Source: an optimization exercise on an open RTL-to-GDS flow (aim: small area and a short achievable clock period). Production flows keep margins and buffers that such runs may drop. Where RTL was checked, it was by simulation tests only, not by an equivalence proof against the original.

## run A
// fft_top
module fft_top (
	input wire clk,
	input wire rst_n,
	input wire stb,
	input wire sop_in,
	input wire [15:0] x_re,
	input wire [15:0] x_im,
	output wire valid_out,
	output wire sop_out,
	output wire [15:0] y_re,
	output wire [15:0] y_im
);
	reg coll;
	reg [2:0] m;
	reg xv;
	reg [2:0] xm;
	reg [12:1] ph;
	reg vo, so;
	wire [2:0] idx = coll ? m : 3'd0;
	wire acc = stb & (coll | sop_in);
	wire ph0 = xv & (xm == 3'd7);
	always @(posedge clk or negedge rst_n) begin
		if (!rst_n) begin
			coll <= 1'b0;
			m <= 3'd0;
			xv <= 1'b0;
			xm <= 3'd0;
			ph <= 12'd0;
			vo <= 1'b0;
			so <= 1'b0;
		end else begin
			xv <= acc;
			xm <= idx;
			if (acc) begin
				coll <= (idx != 3'd7);
				m <= idx + 3'd1;
			end
			ph <= {ph[11:1], ph0};
			vo <= |ph[12:5];
			so <= ph[5];
		end
	end
	assign valid_out = vo;
	assign sop_out = so;
	reg [15:0] xr, xi;
	always @(posedge clk) begin
		xr <= x_re;
		xi <= x_im;
	end
	reg [63:0] lo_r, lo_i;
	reg [47:0] hi_r, hi_i;
	reg [15:0] p1r, p1i, f1r, f1i;
	reg w2;
	wire lo_sh = xv | ph[1];
	always @(posedge clk) begin
		if (ph0) begin
			p1r <= hi_r[16 +: 16];
			p1i <= hi_i[16 +: 16];
		end else if (ph[3]) begin
			p1r <= hi_r[32 +: 16];
			p1i <= hi_i[32 +: 16];
		end else if (lo_sh & ~ph[1] & ~ph[2]) begin
			p1r <= lo_r[32 +: 16];
			p1i <= lo_i[32 +: 16];
		end else begin
			p1r <= lo_r[48 +: 16];
			p1i <= lo_i[48 +: 16];
		end
		if (ph0) begin
			f1r <= b1i;
			f1i <= ~b1r;
		end else if (ph[1] | ph[2]) begin
			f1r <= lo_r[16 +: 16];
			f1i <= lo_i[16 +: 16];
		end else if (ph[3]) begin
			f1r <= hi_i[0 +: 16];
			f1i <= ~hi_r[0 +: 16];
		end else begin
			f1r <= x_re;
			f1i <= x_im;
		end
		w2 <= ph0 | ph[3];
  ...
For scale: ~3,100 cells after synthesis, about 870 flip-flops, roughly 70 I/O pins, about 35,000 sq um of cells after synthesis.
make LEC_CHECK=0 CAP_MARGIN=20 CORE_MARGIN=2 CORE_UTILIZATION=40 CTS_CLUSTER_DIAMETER=120 CTS_CLUSTER_SIZE=30 SETUP_SLACK_MARGIN=5 SLEW_MARGIN=20 finish   # period 8.0 ns
run.sh (not shown) runs the stock make flow with config.mk's settings and CLKGATE_MAP_FILE= SYNTH_SCRIPT=/design/flow/synth_recipe.tcl, a recipe that flattens the netlist after the stock synthesis.
Run A finished end to end and its layout was clean on timing, DRC and antenna.
Here is what was changed in the inputs of run B compared with run A.
# run A
export LEC_CHECK = 0
export CAP_MARGIN = 20
export CORE_MARGIN = 2
export CORE_UTILIZATION = 40
export CTS_CLUSTER_DIAMETER = 120
export CTS_CLUSTER_SIZE = 30
export SETUP_SLACK_MARGIN = 5
export SLEW_MARGIN = 20
create_clock -name core_clock -period 8.0 [get_ports {clk}]
# run B
export LEC_CHECK = 0
export CAP_MARGIN = 20
export CORE_MARGIN = 2
export CORE_UTILIZATION = 40
export CTS_CLUSTER_DIAMETER = 90
export CTS_CLUSTER_SIZE = 22
export SETUP_SLACK_MARGIN = 5
export SLEW_MARGIN = 20
create_clock -name core_clock -period 8.0 [get_ports {clk}]
Run A vs run B, top metal layer carrying routed signals: met4 vs met5
Delta (run B minus run A): count of plain and timing-repair buffers lower; area growth from synthesis to layout went up 0.91 points; design area rose about 0.8%.
For area taken by flip-flops and latches, run B and run A come out practically identical.
On clock period minus final worst setup slack, run B does worse than run A.

* * *

## north
fft_top, a different RTL version from the one above (not shown whole).
Size: roughly 3,700 cells after synthesis, ~960 flip-flops, roughly 70 I/O pins, about 41,000 um^2 of cells after synthesis.
export LEC_CHECK = 0
export CAP_MARGIN = 20
export CORE_MARGIN = 2
export CORE_UTILIZATION = 40
export SETUP_SLACK_MARGIN = 5
export SLEW_MARGIN = 20
create_clock -name core_clock -period 8.0 [get_ports {clk}]
What south does differently from north at the input level:
diff --git a/flow/config.mk b/flow/config.mk
--- a/flow/config.mk
+++ b/flow/config.mk
@@ -11 +10,0 @@
-export SETUP_SLACK_MARGIN = 5
## What came out
Relative to north, the clock-buffer cell count measured on south has decreased by a few percent. north → south: critical path depth went down; first-pass detailed-route iteration total increased 2; wire length of the first global-routing pass went down by about 5%. Between north and south, wire length after detailed routing decreased. Diff south and north: core utilization lower in south. On south: number of antenna repair diodes is 2 lower than what north gave. Diff north -> south | final area | decrease of 5.6%.
Function was not checked in any run of this note: the RTL went through the layout flow alone.

* * *

Another version of the RTL of fft_top (not shown whole).
Size: about 2800 cells after synthesis, ~840 flip-flops, roughly 70 I/O pins, about 33000 um^2 of cells after synthesis.
Settings: LEC_CHECK=0, CAP_MARGIN=20, CORE_MARGIN=2, CORE_UTILIZATION=40, CTS_CLUSTER_DIAMETER=100, CTS_CLUSTER_SIZE=26, SETUP_SLACK_MARGIN=5, SLEW_MARGIN=20; clock period 8.0 ns.
standard.sh (not shown) runs the stock make flow with config.mk's settings and CLKGATE_MAP_FILE= SYNTH_SCRIPT=/design/flow/synth_recipe.tcl, a recipe that flattens the netlist after the stock synthesis.
==> flow/flow/run.sh <==
#!/bin/bash
set -euo pipefail
bash standard.sh SETUP_SLACK_MARGIN=5.25 finish > standard.log 2>&1
Rerun with:
==> flow/run.sh (new file) <==
#!/bin/bash
# synth_recipe.tcl (not shown) runs the flow's synth.tcl, then flattens the netlist and writes it again
# the make line also repeats each setting of config.mk as NAME=value (left out here)
make -C /OpenROAD-flow-scripts/flow DESIGN_CONFIG=/design/flow/config.mk WORK_HOME=/design/flow/orfs CLKGATE_MAP_FILE= SYNTH_SCRIPT=/design/flow/synth_recipe.tcl finish
removed: flow/flow/run.sh
removed: flow/standard.sh
Result: Count of clock-buffer cells in the layout falls by 4; core utilization falls by 1.3 points; setup slack gets worse by 0.024 ns; cell count falls by 1.0%; hold slack gets better by 0.0030 ns; synthesized cell count is unchanged.
No run of this note included a check of the RTL's function; only the layout flow was run.

* * *

## run 1
fft_top, a different RTL version from the one above (not shown whole).
Size in the first run: about 720 flip-flops, about 70 I/O pins, roughly 31000 µm² of cells after synthesis.
export LEC_CHECK = 0
export CAP_MARGIN = 20
export CORE_MARGIN = 2
export CORE_UTILIZATION = 30
export CTS_CLUSTER_DIAMETER = 100
export CTS_CLUSTER_SIZE = 26
export SETUP_SLACK_MARGIN = 5
export SLEW_MARGIN = 20
create_clock -name core_clock -period 8.0 [get_ports {clk}]
run.sh (not shown) runs the stock make flow with config.mk's settings and CLKGATE_MAP_FILE= SYNTH_SCRIPT=/design/flow/synth_recipe.tcl, a recipe that flattens the netlist after the stock synthesis.
Stock flow here: none of the scripts above is used.
diff inputs: run 1 => run 2
Settings: changing CORE_UTILIZATION from 30 to 40.
Results
Changes observed in run 2 relative to run 1: worst-case reg-to-reg path depth went up; number of DRC violations after detailed-routing iteration 0 higher; well-tap cell count shows a reduction of 338.
diff inputs: run 2 => run 3
Settings: CORE_UTILIZATION now 50, was 40; CTS_CLUSTER_SIZE now 24, was 26.
Results
Between run 2 and run 3, number of global-route vias before repair decreased. Number of placed cells counting well taps shrinks by a few percent when moving from run 2 to run 3. Run comparison: run 2 end of the critical path lo_i[15]; run 3 end of the critical path tx[15]. Critical-path maximum fanout (higher): run 3.
[inputs] run 4 vs run 3
Settings: SLEW_MARGIN: 20 -> 5; CTS_CLUSTER_SIZE: 24 -> 26; CORE_UTILIZATION: 50 -> 40; CAP_MARGIN: 20 -> 5.
==> comparison <==
Run 4 vs run 3, aggregate routed wire length went down by 270 µm. Run 4: no failed stages, no open violations at the end. For run 3, the critical path capture point was tx[15], unlike run 4, where it was lo_i[15]. The met2 capacity usage during global routing number comes out lower for run 4 vs run 3. Density: run 4 sparser than run 3.
[inputs] run 5 vs run 4
Settings: swapping 5 for 20 in CAP_MARGIN; swapping 5 for 20 in SLEW_MARGIN.
==> flow/flow/run.sh (new file) <==
#!/bin/bash
set -euo pipefail
bash standard.sh SETUP_SLACK_MARGIN=5.12 finish > standard.log 2>&1
==> flow/standard.sh (new file) <==
#!/bin/bash
# synth_recipe.tcl (not shown) runs the flow's synth.tcl, then flattens the netlist and writes it again
# the make line also repeats each setting of config.mk as NAME=value (left out here)
make -C /OpenROAD-flow-scripts/flow DESIGN_CONFIG=/design/flow/config.mk WORK_HOME=/design/flow/orfs CLKGATE_MAP_FILE= SYNTH_SCRIPT=/design/flow/synth_recipe.tcl "${@:-finish}"
removed: flow/run.sh
Notes after the runs:
No run among run 4 and run 5 stopped early or left any final violation; all are clean.
When run 5 is set beside run 4, its area overhead of the layout relative to synthesis turns out to be 1.5 points larger.
First element of the critical path = pc[3]: run 5; first element of the critical path = f1i[1]: run 4
Going from run 4 to run 5, the critical path depth was found to have gone up by 2.
The final critical delay including setup and external delays of run 5 falls short of that of run 4 by 0.021 ns.
Run 5 — average routed wire per standard cell 0.13 µm higher, run 4 as reference
Of the two values seen for library cell contributing the largest single delay on the critical path, or3b_1 was produced by run 4 and dfxtp_4 by run 5.
After detailed routing, run 4 needs less wire than run 5.
The standard cells in run 5 occupy more silicon area than those in run 4 do.
Number of combinational gates with multiple inputs: run 4 vs run 5 identical

* * *

Setup of build 86:
Another version of the RTL of fft_top (not shown whole).
For scale: about 3100 cells after synthesis, ~900 flip-flops, about 70 I/O pins.
Settings: LEC_CHECK=0, CAP_MARGIN=20, CORE_MARGIN=2, CORE_UTILIZATION=40, CTS_BUF_LIST=sky130_fd_sc_hd__clkbuf_4, CTS_CLUSTER_SIZE=20, SETUP_SLACK_MARGIN=5, SLEW_MARGIN=20; clock period 8.0 ns.
Stock flow here: none of the scripts above is used.
Relative to build 86, the following input files were edited for build 27:
diff --git a/flow/config.mk b/flow/config.mk
--- a/flow/config.mk
+++ b/flow/config.mk
@@ -11,2 +11,2 @@
-export CTS_BUF_LIST = sky130_fd_sc_hd__clkbuf_4
-export CTS_CLUSTER_SIZE = 20
+export CTS_BUF_LIST = sky130_fd_sc_hd__clkbuf_8
+export CTS_CLUSTER_SIZE = 30
Findings:
When build 27 is set beside build 86, its share of layout cells above drive strength 1 turns out to be 4.3 points smaller.
Between build 86 and build 27, the worst hold margin is lower for build 27.
The amount of wire on met3 after detailed routing of build 27 falls short of that of build 86 by 14%.
Comparing build 86 against build 27, there is no change at all in pin count of the biggest net entering global routing.
Edits applied to the flow inputs when going from build 27 to build 78:
diff --git a/flow/config.mk b/flow/config.mk
--- a/flow/config.mk
+++ b/flow/config.mk
@@ -11,2 +10,0 @@
-export CTS_BUF_LIST = sky130_fd_sc_hd__clkbuf_8
-export CTS_CLUSTER_SIZE = 30
Results
The run showing the smaller wire length is build 78.
Build 78 has met1 wire length above what build 27 had.
Top fanout value on the critical path on build 78 is up relative to build 27.
Build 78 ends up with higher worst path setup slack after routing than build 27 does.
Worst hold slack, build 78 and build 27, lower one = build 27.
On clock network latency to the later pin of the worst-skew pair: build 78 sits below build 27.
Diff build 27 -> build 78: final instance area went up by about 0.55%, core utilization of the finished layout moved up.
#### Input delta (build 2 over build 78)
diff --git a/flow/config.mk b/flow/config.mk
--- a/flow/config.mk
+++ b/flow/config.mk
@@ -10 +10 @@
-export CORE_UTILIZATION = 40
+export CORE_UTILIZATION = 60
Findings:
- Looking at highest-delay cell along the critical path, the sky130_fd_sc_hd__a2111o_1 result is from build 2; the sky130_fd_sc_hd__fa_1 one comes from build 78.
- Build 2: full flow OK, the timing, design-rule and antenna checks passed
- Maximum number of pins on one net before global-route repair: build 2 < build 78
- Build 2 ends up with a final cell count without fillers that is 408 lower than in build 78.
- Via count of the first global-routing pass for build 2: 969 up relative to build 78
No functional check of the RTL was part of any run of this note.

* * *

Another version of the RTL of fft_top (not shown whole).
Size: about 2,800 cells after synthesis, roughly 710 flip-flops, ~70 I/O pins, ~31,000 µm² of cells after synthesis.
==> flow/config.mk <==
export PLATFORM = sky130hd
export DESIGN_NAME = fft_top
export DESIGN_NICKNAME = fft_top
export VERILOG_FILES = /design/flow/design.v
export SDC_FILE = /design/flow/constraint.sdc
export NUM_CORES = 4
export LEC_CHECK = 0
export CAP_MARGIN = 20
export CORE_MARGIN = 2
export CORE_UTILIZATION = 40
export CTS_CLUSTER_DIAMETER = 100
export CTS_CLUSTER_SIZE = 26
export SETUP_SLACK_MARGIN = 5
export SLEW_MARGIN = 20
export TNS_END_PERCENT = 0
==> flow/constraint.sdc <==
create_clock -name core_clock -period 8.0 [get_ports {clk}]
set_input_delay 1.6000 -clock core_clock [delete_from_list [all_inputs] [get_ports {clk}]]
set_output_delay 1.6000 -clock core_clock [all_outputs]
set_load 0.01 [all_outputs]
The starting point ran to the end with no violations.
Then changed:
--- a/flow/config.mk
+++ b/flow/config.mk
@@ -13,3 +13,2 @@
 export SETUP_SLACK_MARGIN = 5
 export SLEW_MARGIN = 20
-export TNS_END_PERCENT = 0
Outcome: Sequential share of layout area went down by 0.46 points. Wire length went up by 2.1%. Via count barely changes. Final area increases by 1.1%. Synthesized area stays the same. Non-clock buffer count increases by 12. Maximum frequency drops by 0.42%. Synthesized cell count does not change. Clock-buffer cell count stays the same.

* * *

RTL: one of the versions met above, not the one the previous note started from.
For scale: ~70 I/O pins, about 31,000 um^2 of cells after synthesis.
## fft_top
module fft_top (
	input wire clk,
	input wire rst_n,
	input wire stb,
	input wire sop_in,
	input wire [15:0] x_re,
	input wire [15:0] x_im,
	output wire valid_out,
	output wire sop_out,
	output wire [15:0] y_re,
	output wire [15:0] y_im
);
	reg coll;
	reg [2:0] m;
	reg xv;
	reg [2:0] xm;
	reg [12:1] ph;
	reg vo, so;
	wire [2:0] idx = coll ? m : 3'd0;
	wire acc = stb & (coll | sop_in);
	wire ph0 = xv & (xm == 3'd7);
	always @(posedge clk or negedge rst_n) begin
		if (!rst_n) begin
			coll <= 1'b0;
			m <= 3'd0;
			xv <= 1'b0;
			xm <= 3'd0;
			ph <= 12'd0;
			vo <= 1'b0;
			so <= 1'b0;
		end else begin
			xv <= acc;
			xm <= idx;
			if (acc) begin
				coll <= (idx != 3'd7);
				m <= idx + 3'd1;
			end
			ph <= {ph[11:1], ph0};
			vo <= |ph[12:5];
			so <= ph[5];
		end
	end
	reg [7:1] pc;
	reg p0c, lsc, x2c, hec;
	always @(posedge clk) begin
		pc <= {ph[6:1], ph0};
		p0c <= acc & (idx == 3'd7);
		lsc <= acc | ph0;
		x2c <= idx[2];
		hec <= acc & idx[2] & ~(idx[1] & idx[0]);
	end
	assign valid_out = vo;
	assign sop_out = so;
	reg [15:0] xr, xi;
	always @(posedge clk) begin
		xr <= x_re;
		xi <= x_im;
	end
	reg [63:0] lo_r, lo_i;
	reg [47:0] hi_r, hi_i;
	reg [15:0] p1r, p1i, f1r, f1i;
	reg w2;
	wire lo_sh = lsc;
	wire bq = p0c | pc[1] | pc[2] | pc[3];
	wire sp_h1 = p0c;
	wire sp_h2 = pc[3];
	wire sp_l2 = lo_sh & ~bq;
	wire sp_l3 = ~(sp_h1 | sp_h2 | sp_l2);
	wire sf_b = p0c;
	wire sf_l = pc[1] | pc[2];
	wire sf_h = pc[3];
	wire sf_x = ~bq;
	always @(posedge clk) begin
		p1r <= ({16{sp_h1}} & hi_r[16 +: 16]) | ({16{sp_h2}} & hi_r[32 +: 16]) |
  ...
make LEC_CHECK=0 CAP_MARGIN=20 CORE_MARGIN=2 CORE_UTILIZATION=55 CTS_CLUSTER_DIAMETER=100 CTS_CLUSTER_SIZE=26 SETUP_SLACK_MARGIN=5 SLEW_MARGIN=20 finish   # period 8.0 ns
Next try:
CORE_UTILIZATION = 40   (was 55)
CTS_CLUSTER_DIAMETER = 80   (was 100)
CTS_CLUSTER_SIZE = 20   (was 26)
What happened: Cell count increases by 8.2%. Synthesized area is unchanged. Fmax fell by about 1.5%. Cell area rises by about 1.1%. First-iteration DRC count goes down by 16%. Critical path depth grows by 1. Flip-flop and latch count is unchanged.

[separate check: timing with driven ports]
In the flow no input, the clock included, has a driving cell. The finished layouts below were timed again as built, in two steps. Step 1 sets driving cells, clkbuf_16 on the clock port and buf_2 on the other inputs (assumed; they add their load-dependent delay and slew). Step 2 moves the port delays by t, midway between the first and last clock arrival at a register: inputs arrive t later, outputs are due t later. That takes back most of the time a late clock gives input paths. a / b / c = no drivers / after step 1 / after step 2; a / b = the first two.
| run | t (ns) | slack for setup (ns) | worst data-port slew with drivers (ns) |
|---|---|---|---|
| run A | 0.657 | 5.019 / 5.019 / 5.019 | 0.06 |
| run B | 0.671 | 5.005 / 5.005 / 5.005 | 0.06 |
| north | 0.736 | 4.240 / 4.240 / 4.240 | 0.06 |
| south | 0.728 | 3.636 / 3.636 / 3.636 | 0.05 |
| the first run of note 3 | 0.670 | 5.015 / 5.015 / 5.015 | 0.07 |
| the second run of note 3 | 0.660 | 4.992 / 4.984 / 4.992 | 0.06 |
| run 1 | 0.655 | 5.014 / 5.014 / 4.868 | 0.05 |
| run 2 | 0.648 | 5.028 / 5.028 / 4.874 | 0.04 |
| run 3 | 0.648 | 5.003 / 5.003 / 4.925 | 0.05 |
| run 4 | 0.647 | 5.027 / 5.027 / 4.875 | 0.04 |
| run 5 | 0.643 | 5.049 / 5.049 / 4.974 | 0.05 |
| build 86 | 1.100 | 4.723 / 4.661 / 5.010 | 0.05 |
| build 27 | 0.852 | 4.971 / 4.909 / 5.000 | 0.05 |
| build 78 | 0.722 | 5.014 / 5.002 / 5.014 | 0.05 |
| build 2 | 0.699 | 4.974 / 4.974 / 4.974 | 0.05 |
| the first run of note 6 | 0.659 | 4.865 / 4.837 / 4.865 | 0.05 |
| the second run of note 6 | 0.651 | 4.852 / 4.852 / 4.852 | 0.05 |
| the first run of note 7 | 0.638 | 5.049 / 5.049 / 4.878 | 0.06 |
| the second run of note 7 | 0.661 | 5.004 / 5.004 / 4.861 | 0.04 |
After both steps setup and hold are still met in every run listed. For the first run of note 7, which loses most, drivers alone change the setup slack by 0.000 ns; drivers and shift together by -0.171 ns.
